This design comes from an exercise in tuning for small area on the open sky130 flow, not from production work. Function was checked by simulation only, so behaviour that the tests miss may differ from the original. Power and IR drop assume default switching activity.

--- config.mk ---
export PLATFORM = sky130hd
export DESIGN_NAME = sdpram_top
export DESIGN_NICKNAME = sdpram_top
export VERILOG_FILES = /design/flow/design.v
export SDC_FILE = /design/flow/constraint.sdc
export NUM_CORES = 4
export LEC_CHECK = 0
export CAP_MARGIN = 10
export CORE_MARGIN = 2
export CORE_UTILIZATION = 60
export CTS_BUF_LIST = sky130_fd_sc_hd__clkbuf_8
export CTS_CLUSTER_DIAMETER = 100
export CTS_CLUSTER_SIZE = 18
export GPL_TIMING_DRIVEN = 0
export PLACE_DENSITY = 0.75
export SETUP_SLACK_MARGIN = 0.3
export SLEW_MARGIN = 10
export SYNTH_HIERARCHICAL = 1
export SYNTH_MINIMUM_KEEP_SIZE = 0
--- constraint.sdc ---
create_clock -name core_clock -period 3.5 [get_ports {clk}]
set_input_delay 0.7000 -clock core_clock [delete_from_list [all_inputs] [get_ports {clk}]]
set_output_delay 0.7000 -clock core_clock [all_outputs]
set_load 0.01 [all_outputs]
--- design.v ---
module sdp_ff8 (
    input  logic       clk,
    input  logic [7:0] d,
    output logic [7:0] q
);
    always_ff @(posedge clk) begin
        q <= d;
    end
endmodule
module sdp_en1 (
    input  logic e,
    input  logic eb,
    input  logic d,
    input  logic q,
    output logic y
);
    assign y = (e | q) & (eb | d);
endmodule
module sdp_nor2 (
    input  logic a,
    input  logic b,
    output logic y
);
    assign y = ~(a | b);
endmodule
module sdp_nand2 (
    input  logic a,
    input  logic b,
    output logic y
);
    assign y = ~(a & b);
endmodule
module sdp_aoi222 (
    input  logic a1, a2, b1, b2, c1, c2,
    output logic y
);
    assign y = ~((a1 & a2) | (b1 & b2) | (c1 & c2));
endmodule
module sdp_nand4 (
    input  logic [3:0] a,
    output logic       y
);
    assign y = ~&a;
endmodule
module sdp_rff0 (
    input  logic clk,
    input  logic rst_n,
    input  logic d,
    output logic q
);
    always_ff @(posedge clk or negedge rst_n) begin
        if (!rst_n) begin
            q <= 1'b0;
        end else begin
            q <= d;
        end
    end
endmodule
module sdp_rff1 (
    input  logic clk,
    input  logic rst_n,
    input  logic d,
    output logic q
);
    always_ff @(posedge clk or negedge rst_n) begin
        if (!rst_n) begin
            q <= 1'b1;
        end else begin
            q <= d;
        end
    end
endmodule
module memory_sdpram #(
    parameter logic [31:0] READ_RESET_VALUE = 32'hCAFE_0000
) (
    input  logic        clk,
    input  logic        rst_n,
    input  logic        ena,
    input  logic [3:0]  wea,
    input  logic [6:0]  addra,
    input  logic [31:0] dina,
    input  logic        enb,
    input  logic        regceb,
    input  logic [6:0]  addrb,
    output logic [31:0] doutb
);
    localparam int DEPTH = 96;
    localparam int NHI   = DEPTH / 8;
    localparam int NGRP  = DEPTH / 3;
    logic [NHI-1:0] wa_hi, wa_hi_n;    
    logic [7:0]     wa_lo [4];         
    logic [7:0]     wa_lo_n [4];
    logic [NHI-1:0] ra_hi_n;           
    logic [7:0]     ra_lo_n;
    always_comb begin
        for (int h = 0; h < NHI; h++) begin
            wa_hi[h]   = (addra[6:3] == 4'(h));
            wa_hi_n[h] = !wa_hi[h];
            ra_hi_n[h] = (addrb[6:3] != 4'(h));
        end
        for (int k = 0; k < 8; k++) begin
            for (int l = 0; l < 4; l++) begin
                wa_lo[l][k]   = ena && wea[l] && (addra[2:0] == 3'(k));
                wa_lo_n[l][k] = !wa_lo[l][k];
            end
            ra_lo_n[k] = (addrb[2:0] != 3'(k));
        end
    end
    logic [31:0]      mem_q [DEPTH];
    logic [3:0]       rd_sel [DEPTH];    
    for (genvar w = 0; w < DEPTH; w++) begin : g_word
        logic [31:0] d;
        for (genvar l = 0; l < 4; l++) begin : g_lane
            sdp_nor2 u_rsel (.a(ra_hi_n[w / 8]), .b(ra_lo_n[w % 8]), .y(rd_sel[w][l]));
            logic m;
            logic mb;
            sdp_nor2  u_m  (.a(wa_hi_n[w / 8]), .b(wa_lo_n[l][w % 8]), .y(m));
            sdp_nand2 u_mb (.a(wa_hi[w / 8]),   .b(wa_lo[l][w % 8]),   .y(mb));
            for (genvar i = 8*l; i < 8*l + 8; i++) begin : g_bit
                sdp_en1 u_wr (
                    .e (m),
                    .eb(mb),
                    .d (dina[i]),
                    .q (mem_q[w][i]),
                    .y (d[i])
                );
            end
            sdp_ff8 u_ff (
                .clk(clk),
                .d  (d[8*l +: 8]),
                .q  (mem_q[w][8*l +: 8])
            );
        end
    end
    logic [31:0] rd_word;
    for (genvar b = 0; b < 32; b++) begin : g_bit
        logic [NGRP-1:0] y;
        logic [7:0]      z;
        logic [3:0]      u;
        for (genvar g = 0; g < NGRP; g++) begin : g_grp
            sdp_aoi222 u_aoi (
                .a1(rd_sel[3*g][b / 8]),     .a2(mem_q[3*g][b]),
                .b1(rd_sel[3*g + 1][b / 8]), .b2(mem_q[3*g + 1][b]),
                .c1(rd_sel[3*g + 2][b / 8]), .c2(mem_q[3*g + 2][b]),
                .y (y[g])
            );
        end
        for (genvar k = 0; k < 8; k++) begin : g_z
            sdp_nand4 u_z (.a(y[4*k +: 4]), .y(z[k]));
        end
        for (genvar k = 0; k < 4; k++) begin : g_u
            sdp_nor2 u_u (.a(z[2*k]), .b(z[2*k + 1]), .y(u[k]));
        end
        sdp_nand4 u_rd (.a(u), .y(rd_word[b]));
    end
    logic        enb_n;
    logic        regceb_n;
    logic [31:0] r1_d, r1_q;
    logic [31:0] r2_d, r2_q;
    assign enb_n    = !enb;
    assign regceb_n = !regceb;
    for (genvar b = 0; b < 32; b++) begin : g_rreg
        sdp_en1 u_r1en (.e(enb),    .eb(enb_n),    .d(rd_word[b]), .q(r1_q[b]), .y(r1_d[b]));
        sdp_en1 u_r2en (.e(regceb), .eb(regceb_n), .d(r1_q[b]),    .q(r2_q[b]), .y(r2_d[b]));
        if (READ_RESET_VALUE[b]) begin : g_one
            sdp_rff1 u_r1 (.clk(clk), .rst_n(rst_n), .d(r1_d[b]), .q(r1_q[b]));
            sdp_rff1 u_r2 (.clk(clk), .rst_n(rst_n), .d(r2_d[b]), .q(r2_q[b]));
        end else begin : g_zero
            sdp_rff0 u_r1 (.clk(clk), .rst_n(rst_n), .d(r1_d[b]), .q(r1_q[b]));
            sdp_rff0 u_r2 (.clk(clk), .rst_n(rst_n), .d(r2_d[b]), .q(r2_q[b]));
        end
    end
    assign doutb = r2_q;
endmodule
module sdpram_top (
    input  logic        clk,
    input  logic        rst_n,
    input  logic        ena,
    input  logic [3:0]  wea,
    input  logic [6:0]  addra,
    input  logic [31:0] dina,
    input  logic        enb,
    input  logic        regceb,
    input  logic [6:0]  addrb,
    output logic [31:0] doutb
);
    memory_sdpram #(
        .READ_RESET_VALUE(32'hCAFE_0000)
    ) u_mem (
        .clk   (clk),
        .rst_n (rst_n),
        .ena   (ena),
        .wea   (wea),
        .addra (addra),
        .dina  (dina),
        .enb   (enb),
        .regceb(regceb),
        .addrb (addrb),
        .doutb (doutb)
    );
endmodule
--- run.sh ---
#!/bin/bash
# synth_recipe.tcl (not shown) runs the flow's synth.tcl, then flattens the netlist and writes it again
# the make line also repeats each setting of config.mk as NAME=value (left out here)
make -C /OpenROAD-flow-scripts/flow DESIGN_CONFIG=/design/flow/config.mk WORK_HOME=/design/flow/orfs CLKGATE_MAP_FILE= SYNTH_SCRIPT=/design/flow/synth_recipe.tcl finish
==> metrics.yaml, run 1 <==
grt:
  grt_pass1_wl_um: 561000
  grt_max_degree: 86
  grt_pass1_vias: 88393
  overflow: 0
  antenna_found_initial: 24
  track_usage: 0.397
clock_tree:
  clock_latency_ns: 1.06
  htreeDepth: 4
  clock-sinks: 3136
  cts.path.max_buffers: 3
  cts.clk_slew.worst_paths_ns: 0.11
  cts_buffers: 192
  cts-root-buf: "clkbuf_8"
  cts_tree: "built"
logic_synthesis:
  syn_inst: 9027
  yosys_warnings: 16
  syn_area_per_cell_um2: 12.0
  netlist_top_cells_area: "dfxtp_1 (57%), o22a_1 (25%), a222oi_1 (9.5%)"
  synth_top_area_cell: "dfxtp_1"
  ys_seq_area_frac: 0.583
  netlist-cell-type-count: 30
  synth_top_cell_area_share: 0.568
  syn-cell-area_mm2: 0.108
  synth_fp_nets: 9082
  synth-seq-cells: 3136
routing:
  vias_per_cell: 7.92
  vias: 93944
  drtIter0Drc: 19568
  drt_first_pass_iters: 13
  drc: 0
  wl_um: 386000
  wl_per_cell_um: 32.6
  ant_nets: 0
sta:
  rsz0062_at_grt: "no"
  slew_headroom: 0.0296
  setup_viol: 0
  hold_ws_ns: 0.0693
  hold_viol: 0
  max_freq_mhz: 309
  finalCriticalPeriod_ns: 3.24
  worstMarginPinSlew_ns: 1.45
  finalCritPeriodShare: 0.926
  finClkSkew_ns: 0.0383
  finalMaxSlewViolations: 0
min_path:
  hold_end: "u_mem.g_word[71].g_lane[3].u_ff.q[3]$_DFF_P_"
  hold_path_depth: 2
  hold_path_class: "in2reg"
  hold_path.startpoint: "dina[27]"
worst_setup_path:
  crit_arrival_ns: 4.19
  r2r_cells: 5
  worstSetupPathType: "in2reg"
  rrSetupSlack_ns: 1.32
  critPathLaunchType: "input port"
  critical_path_required_ns: 4.45
  endpoint_kind: "register"
  crit_fanout: 27
  r2r_start: "u_mem.g_word[63].g_lane[0].u_ff.q[7]$_DFF_P_"
  timing.rr.end: "u_mem.g_rreg[7].g_zero.u_r1.q$_DFF_PN0_"
die:
  die_h_um: 429
  pin_count: 87
  die_area_mm2: 0.184
  start_util: 0.606
  die_w_um: 429
  rows: 155
  coreArea_mm2: 0.179
final_layout:
  nets: 9508
  n_fill_cell: 13676
  final_common_cell: "o22a_1"
  drive_above_1_share: 0.0532
  final_core_util: 0.662
  layout_common_cells: "o22a_1 (3136), dfxtp_1 (3072), a222oi_1 (1024), nor2_1 (898), nand2_1 (417)"
  area_delta_synth_final_pct: 9.24
  seqCellArea_mm2: 0.0631
  final_cells: 11856
  multi_input_area_mm2: 0.0455
place:
  placedCellCount: 11601
  io_buffers: 84
  globalplace.congestion: 0.977
  post-dp-hpwl_um: 250000
flow_run:
  cap_violations: 0
power_and_ir_drop:
  p_per_area_mw_per_mm2: 527
  p_leak_nw: 40.7
  worst_ir_drop_vdd_mv: 0.346
status:
  status: "no timing/DRC/antenna violations"
## sequential cells by signal (all words and copies together), names as in the netlist
name                        flops
u_mem.g_rreg.g_one.u_r1.q      11
u_mem.g_rreg.g_zero.u_r1.q     21
u_mem.g_rreg.g_one.u_r2.q      11
u_mem.g_rreg.g_zero.u_r2.q     21
u_mem.g_word.g_lane.u_ff.q   3072
## what timing repair did
item / 4_1_cts / 5_1_grt
gates cloned: 1 / 1
buffers inserted: 1 / 0
endpoints found under the hold margin: 162 / 0
setup endpoints to repair: 10 / 13
pin swaps: 1 / 2
hold buffers: 9 / 0
resized for setup: 9 / 15
## cell usage after synthesis
cell type and instances:
nand2_1 435, and2_2 1, buf_6 4, inv_1 3, nand3b_1 7, and3b_1 4
nand2b_4 1, or2b_1 1, buf_4 4, and2b_2 2, a222oi_1 1024, nand2b_1 4
dfxtp_1 3072, nor2b_1 6, dfrtp_1 42, buf_2 3, clkbuf_2 1, dfstp_2 22
nand3_1 11, nor2_1 939, nor3_1 5, or3_1 1, or2_1 1, or3b_1 3
o22a_1 3136, nor2b_2 1, and3_1 4, nor4_4 1, nand4_1 288, and2b_1 1
## metal layers
layer / vias to the layer above / global-route usage / wire [µm]
met2: 7003 / 0.594 / 165000
met1: 45807 / 0.508 / 143000
met3: 1652 / 0.106 / 49700
met5: - / 0.00156 / 51
li1: 39474 / - / -
met4: 8 / 0.253 / 28800
## Yosys stat by module, one instance, submodules excluded, a selection
module,cells inside,area [µm²]
sdp_rff0,1,25.0
sdp_nand4,1,6.26
sdp_rff1,1,26.3
sdp_ff8,8,160
sdp_nand2,1,3.75
sdp_en1,1,8.76
sdp_nor2,1,3.75
sdp_aoi222,1,10.0
## cell type report
cell class	count	area share
multi-input combinational	5878	0.384
clock inverter	26	0.00136
tap	2355	0.0249
timing repair buffer	230	0.0315
inverter	3	0.0000952
buffer	12	0.000804
antenna	20	0.000423
sequential	3136	0.534
clock buffer	196	0.0228
## power by group
group / total (mW) / internal (mW) / leakage, nW / switching (mW)
clock network: 16.0 / 5.10 / 1.52 / 10.9
registers: 40.8 / 38.9 / 25.9 / 1.94
logic: 5.58 / 3.05 / 13.3 / 2.53
total: 62.4 / 47.0 / 40.7 / 15.4
## worst max path at each step
stage	startpoint	cells after the start	slack, ns	end
finish	addrb[0]	9	0.26	u_mem.g_rreg[7].g_zero.u_r1.q$_DFF_PN0_
global placement	addra[4]	5	-5.68	u_mem.g_word[13].g_lane[2].u_ff.q[7]$_DFF_P_
floorplan	addra[3]	5	0.13	u_mem.g_word[24].g_lane[0].u_ff.q[0]$_DFF_P_
global route	addrb[6]	10	0.27	u_mem.g_rreg[9].g_zero.u_r1.q$_DFF_PN0_
detailed placement	addrb[2]	9	-1.02	u_mem.g_rreg[3].g_zero.u_r1.q$_DFF_PN0_
CTS	addrb[6]	10	0.41	u_mem.g_rreg[6].g_zero.u_r1.q$_DFF_PN0_
## kinds of logic after synthesis
group | after synthesis | synth area share
AO/OA/AOI/OAI | 4160 | 0.348
AND/OR/NAND/NOR | 1716 | 0.0678
buffers and inverters | 15 | 0.000982
flip-flops | 3136 | 0.583
## through the flow
step | area (µm²) | setup slack (ns) | setup TNS, ns | total power [mW]
floorplan | 108000 | 0.129 | 0 | 44.1
global placement | 112000 | -5.68 | -9574.18 | 46.3
detailed placement | 115000 | -1.02 | -276.64 | 46.9
CTS | 118000 | 0.411 | 0 | 62.2
global route | 118000 | 0.268 | 0 | 64.2
finish | 118000 | 0.259 | 0 | 62.4
## worst max-delay path, stage by stage
cell and delay, ns:
clkdlybuf4s15_2 0.45, or3_4 0.56, buf_16 0.39, nor2_1 0.24, a222oi_1 0.55, nand4_1 0.33
nor2_1 0.45, nand4_1 0.26, o22a_1 0.23
==> inputs of run 2 (changes only) <==
--- a/design.v
+++ b/design.v
@@ -42,4 +42,14 @@
 );
     assign y = ~&a;
+endmodule
+module sdp_lodec (
+    input  logic [2:0] a,
+    output logic [7:0] y_n
+);
+    always_comb begin
+        for (int k = 0; k < 8; k++) begin
+            y_n[k] = (a != 3'(k));
+        end
+    end
 endmodule
 module sdp_rff0 (
@@ -92,5 +102,8 @@
     logic [7:0]     wa_lo_n [4];
     logic [NHI-1:0] ra_hi_n;           
-    logic [7:0]     ra_lo_n;
+    logic [7:0]     ra_lo_n [4];       
+    for (genvar l = 0; l < 4; l++) begin : g_rlo
+        sdp_lodec u_ra_lo (.a(addrb[2:0]), .y_n(ra_lo_n[l]));
+    end
     always_comb begin
         for (int h = 0; h < NHI; h++) begin
@@ -104,5 +117,4 @@
                 wa_lo_n[l][k] = !wa_lo[l][k];
             end
-            ra_lo_n[k] = (addrb[2:0] != 3'(k));
         end
     end
@@ -112,5 +124,5 @@
         logic [31:0] d;
         for (genvar l = 0; l < 4; l++) begin : g_lane
-            sdp_nor2 u_rsel (.a(ra_hi_n[w / 8]), .b(ra_lo_n[w % 8]), .y(rd_sel[w][l]));
+            sdp_nor2 u_rsel (.a(ra_hi_n[w / 8]), .b(ra_lo_n[l][w % 8]), .y(rd_sel[w][l]));
             logic m;
             logic mb;
--- a/config.mk
+++ b/config.mk
@@ -11,8 +11,8 @@
 export CTS_BUF_LIST = sky130_fd_sc_hd__clkbuf_8
 export CTS_CLUSTER_DIAMETER = 100
-export CTS_CLUSTER_SIZE = 18
+export CTS_CLUSTER_SIZE = 16
 export GPL_TIMING_DRIVEN = 0
 export PLACE_DENSITY = 0.75
-export SETUP_SLACK_MARGIN = 0.3
+export SETUP_SLACK_MARGIN = 0.4
 export SLEW_MARGIN = 10
 export SYNTH_HIERARCHICAL = 1
==> run 2 against run 1 <==
  * Cell count is 0.53% higher
  * Sequential share of layout area is 0.14 points lower
  * Design area is 0.26% higher
  * Maximum frequency is 1.0% lower
  * First-iteration DRC count is 1.6% higher
  * Largest cell class unchanged
  * Highest routed layer unchanged
==> metrics.yaml, run 2 <==
sta:
  worstMarginPinSlew_ns: 1.42  # -0.0350 ns
  worst_slack_ns: 0.225  # -0.0341 ns
  hold_viol: 0  # unchanged
  finalCritPeriodShare: 0.936  # +0.00975
  setup_viol: 0  # unchanged
  hold_ws_ns: 0.0830  # +0.0136 ns
  rsz0062_at_grt: "yes"
  finClkSkew_ns: 0.0438  # +0.00554 ns
  max_freq_mhz: 305  # -1.0%
  slew_headroom: 0.0531  # +0.0234
  finalMaxSlewViolations: 0  # unchanged
  finalCriticalPeriod_ns: 3.27  # +0.0341 ns
clock_tree:
  cts.path.max_buffers: 3  # unchanged
  cts.clk_slew.worst_paths_ns: 0.10  # about the same
  cts_tree: "built"
  cts-root-buf: "clkbuf_8"
  clock_latency_ns: 1.02  # -0.04 ns
  clock-sinks: 3136  # unchanged
  htreeDepth: 4  # unchanged
  cts_buffers: 213  # +11%
logic_synthesis:
  synthTopCellsByCount: "o22a_1 (3136), dfxtp_1 (3072), a222oi_1 (1024)"
  synth_top_area_cell: "dfxtp_1"
  syn_area_per_cell_um2: 12.0  # -0.11%
  synth_fp_nets: 9106  # +0.26%
  synth_top_cell_area_share: 0.567  # -0.000858
  ys_seq_area_frac: 0.582  # -0.000881
  netlist_top_cells_area: "dfxtp_1 (57%), o22a_1 (25%), a222oi_1 (9.5%)"
  synth_flop_cell: "dfxtp_1"
  async_reset_ff_frac: 0.0204  # unchanged
  syn-cell-area_mm2: 0.108  # +0.15%
  synth-edff-count: 0  # unchanged
  netlist-cell-type-count: 28  # -6.7%
  yosysMostFrequentCell: "o22a_1"
  yosys_warnings: 18  # +2
  synth-seq-cells: 3136  # unchanged
  syn_inst: 9051  # +0.27%
flow_run:
  cap_violations: 0  # unchanged
die:
  die_h_um: 429  # about the same
  start_util: 0.602  # -0.00362
  die_w_um: 429  # about the same
  coreArea_mm2: 0.180  # +0.75%
  rows: 156  # +0.65%
  pin_count: 87  # unchanged
  die_area_mm2: 0.184  # +0.15%
grt:
  grt_max_degree: 82  # -4.7%
  track_usage: 0.394  # -0.00292
  antenna_found_initial: 18  # -25%
  grt_pass1_vias: 88583  # +0.21%
  overflow: 0  # unchanged
  grt_pass1_wl_um: 559000  # -0.39%
power_and_ir_drop:
  p_leak_nw: 40.9  # +0.34%
  power.total_mw: 62.9  # +0.87%
  p_per_area_mw_per_mm2: 530  # +0.62%
  worst_ir_drop_vdd_mv: 0.345  # -0.49%
  power_frac_comb: 0.088  # about the same
  internal_power_mw: 47.5  # +1.1%
  swShare: 0.245  # -0.00142
  pwr-share-seq: 0.648  # -0.006
  switchingPower_mw: 15.4  # +0.29%
  clockPowerShare: 0.263  # +0.006
final_layout:
  largestRegisters: "u_mem.g_word.g_lane.u_ff.q x3072, u_mem.g_rreg.g_zero.u_r1.q x21, u_mem.g_rreg.g_zero.u_r2.q x21"
  drive_above_1_share: 0.0574  # +0.00423
  n_fill_cell: 13682  # +0.044%
  largest_reg_flops: 3072  # unchanged
  design_area_mm2: 0.119  # +0.26%
  layout_common_cells: "o22a_1 (3136), dfxtp_1 (3072), a222oi_1 (1024), nor2_1 (894), nand2_1 (416)"
  area_delta_synth_final_pct: 9.36
  nets: 9559  # +0.54%
  top_register: "u_mem.g_word.g_lane.u_ff.q"
  final_common_cell: "o22a_1"
worst_setup_path:
  endpoint_kind: "register"
  cpMostUsedCell: "nor2_1"
  cp_top_family: "simple AND/OR/NAND/NOR gates"
  crit_fanout: 12  # -56%
  crit_chain: "clkdlybuf4s50_1 -> nor2_1 -> nand2_1 -> nor2_1 -> o22a_1"
  critical_path_required_ns: 4.45  # about the same
  crit_arrival_ns: 4.22  # +0.03 ns
  cp.buffers_inverters: 1  # -1
  cp_slowest_stage_delay_ns: 1.08  # +0.52 ns
  worstSetupPathType: "in2reg"
  critPathLaunchType: "input port"
  slowest_stage: "nand2_1"
place:
  globalplace.congestion: 0.974  # -0.33%
  io_buffers: 84  # unchanged
  post-dp-hpwl_um: 247000  # -0.90%
  pre_cts_slack_ns: -1.90  # -0.888 ns
  placed_cell_area_mm2: 0.115  # -0.28%
min_path:
  hold_path_class: "in2reg"
routing:
  topRoutingLayerUsed: "met5"
  dr_wl_met3_um: 48600  # -2.2%
  drc: 0  # unchanged
  drtIter0Drc: 19883  # +1.6%
  wl_per_cell_um: 32.3  # -0.85%
  vias_per_cell: 7.95  # +0.32%
  drt_first_pass_iters: 15  # +2
  vias: 94748  # +0.86%
  met1Wirelength_um: 145000  # +1.2%
  wl_met2_um: 164000  # -0.66%
  wl_um: 385000  # -0.32%
  ant_nets: 0  # unchanged
status:
  status: "no timing/DRC/antenna violations"
-- run 2: cell types whose count changed after synthesis, sizes merged, moves of 2 or more --
cell | before | now
and2b | 3 | 1
nand3 | 11 | 14
nand3b | 7 | 16
nor2b | 7 | 9
or3 | 1 | 4
or3b | 3 | 12
-- run 2: cell families (layout without fill, tap and decap cells) --
kind of cell,count (synthesis),in the layout,share of synthesized area
AO/OA/AOI/OAI,4160,4160,0.348
flip-flops,3136,3136,0.582
AND/OR/NAND/NOR,1740,1740,0.0692
buffers and inverters,15,496,0.000900
other,0,17,0
-- run 2: modules after synthesis (local to each module, per instance), excerpt --
module / area [µm²] / flops+latches
sdp_aoi222: 10.0 / 0
sdp_en1: 8.76 / 0
sdp_ff8: 160 / 8
sdp_lodec: 60.1 / 0
sdp_nand4: 6.26 / 0
sdp_rff0: 25.0 / 1
sdp_rff1: 26.3 / 1
-- run 2: per-stage QoR --
stage	util	instances	setup TNS, ns
floorplan	-	9051	0
global placement	0.623	11505	-9701.01
detailed placement	0.637	11611	-386.12
CTS	0.657	11892	0
global route	0.658	11915	0
finish	0.658	11919	0
-- run 2: layout make-up --
class                           count  area, µm²  share of cell area
Clock inverter                     24        101            0.000855
Tap cell                         2370       2970              0.0250
Sequential cell                  3136      63100               0.532
Clock buffer                      219       3010              0.0254
Inverter                            3       11.3           0.0000949
Antenna cell                       17       42.5            0.000359
Multi-Input combinational cell   5900      45700               0.385
Timing Repair Buffer              238       3570              0.0301
Buffer                             12       86.3            0.000728
-- run 2: worst register-to-register path: stages, from the launching register on --
cell	delay [ns]
dfxtp_1	0.33
a222oi_1	0.77
nand4_1	0.40
nor2_1	0.35
nand4_1	0.12
o22a_1	0.19
-- run 2: metal layers --
metal  up-vias  GRT usage
met4         2      0.250
met3      1607     0.0935
met5         -          0
met1     46403      0.515
met2      7175      0.586
li1      39561          -
-- run 2: what timing repair did --
action	CTS	global route
endpoints found under the setup margin	32	112
hold buffers	4	0
hold endpoints to repair	66	0
buffers inserted	34	10
resized for setup	29	32
pin swaps	9	5
-- run 2: power groups by stage --
stage | Clock (mW) | Combinational, mW | Sequential [mW]
6_report | 16.6 | 5.56 | 40.8
5_1_grt | 17.9 | 5.76 | 41.0
4_1_cts | 16.6 | 5.40 | 40.7
3_5_place_dp | 0 | 5.35 | 41.5
3_3_place_gp | 0 | 4.91 | 41.4
2_1_floorplan | 0 | 3.33 | 40.8
-- run 2: final timing paths --
| check | start | endpoint | slack, ns | depth (start not counted) |
|---|---|---|---|---|
| setup reg to reg | u_mem.g_word[39].g_lane[3].u_ff.q[1]$_DFF_P_ | u_mem.g_rreg[25].g_one.u_r1.q$_DFF_PN1_ | 1.26 | 5 |
| min in group asynchronous | rst_n | u_mem.g_rreg[2].g_zero.u_r2.q$_DFF_PN0_ | 0.18 | 2 |
| setup / recovery | addra[2] | u_mem.g_word[90].g_lane[3].u_ff.q[3]$_DFF_P_ | 0.23 | 5 |
| max in group asynchronous | rst_n | u_mem.g_rreg[19].g_one.u_r2.q$_DFF_PN1_ | 2.62 | 3 |
| hold reg to reg | u_mem.g_word[73].g_lane[1].u_ff.q[5]$_DFF_P_ | u_mem.g_word[73].g_lane[1].u_ff.q[5]$_DFF_P_ | 0.49 | 1 |
| hold / removal | dina[12] | u_mem.g_word[80].g_lane[1].u_ff.q[4]$_DFF_P_ | 0.08 | 2 |

[static timing again, ports no longer ideal]
How much do the figures lean on ideal ports? The routed layouts below were timed once more, with nothing changed but the port constraints. Step 1 sets driving cells, clkbuf_16 on the clock port and buf_2 on the other inputs (assumed; they add their load-dependent delay and slew). Step 2 adds t to the input delays and takes it off the output delays; t is the mean of the earliest and latest rising clock arrival at the registers after step 1. Input paths then give back, and output paths get back, about the clock's delay inside the block. Three values: ideal, step 1, step 2; two values: the first two.
run	shift t [ns]	slack for setup (ns)	worst register clock-pin slew, ns
run 1	1.114	0.259 / 0.243 / -0.871	0.12 / 0.12
run 2	1.097	0.225 / 0.179 / -0.918	0.12 / 0.12
With both steps, setup timing fails in run 1 and run 2, where it was met with ideal ports. The setup slack of run 2, which loses most, moves by -0.046 ns with the drivers and by -1.143 ns with both steps.
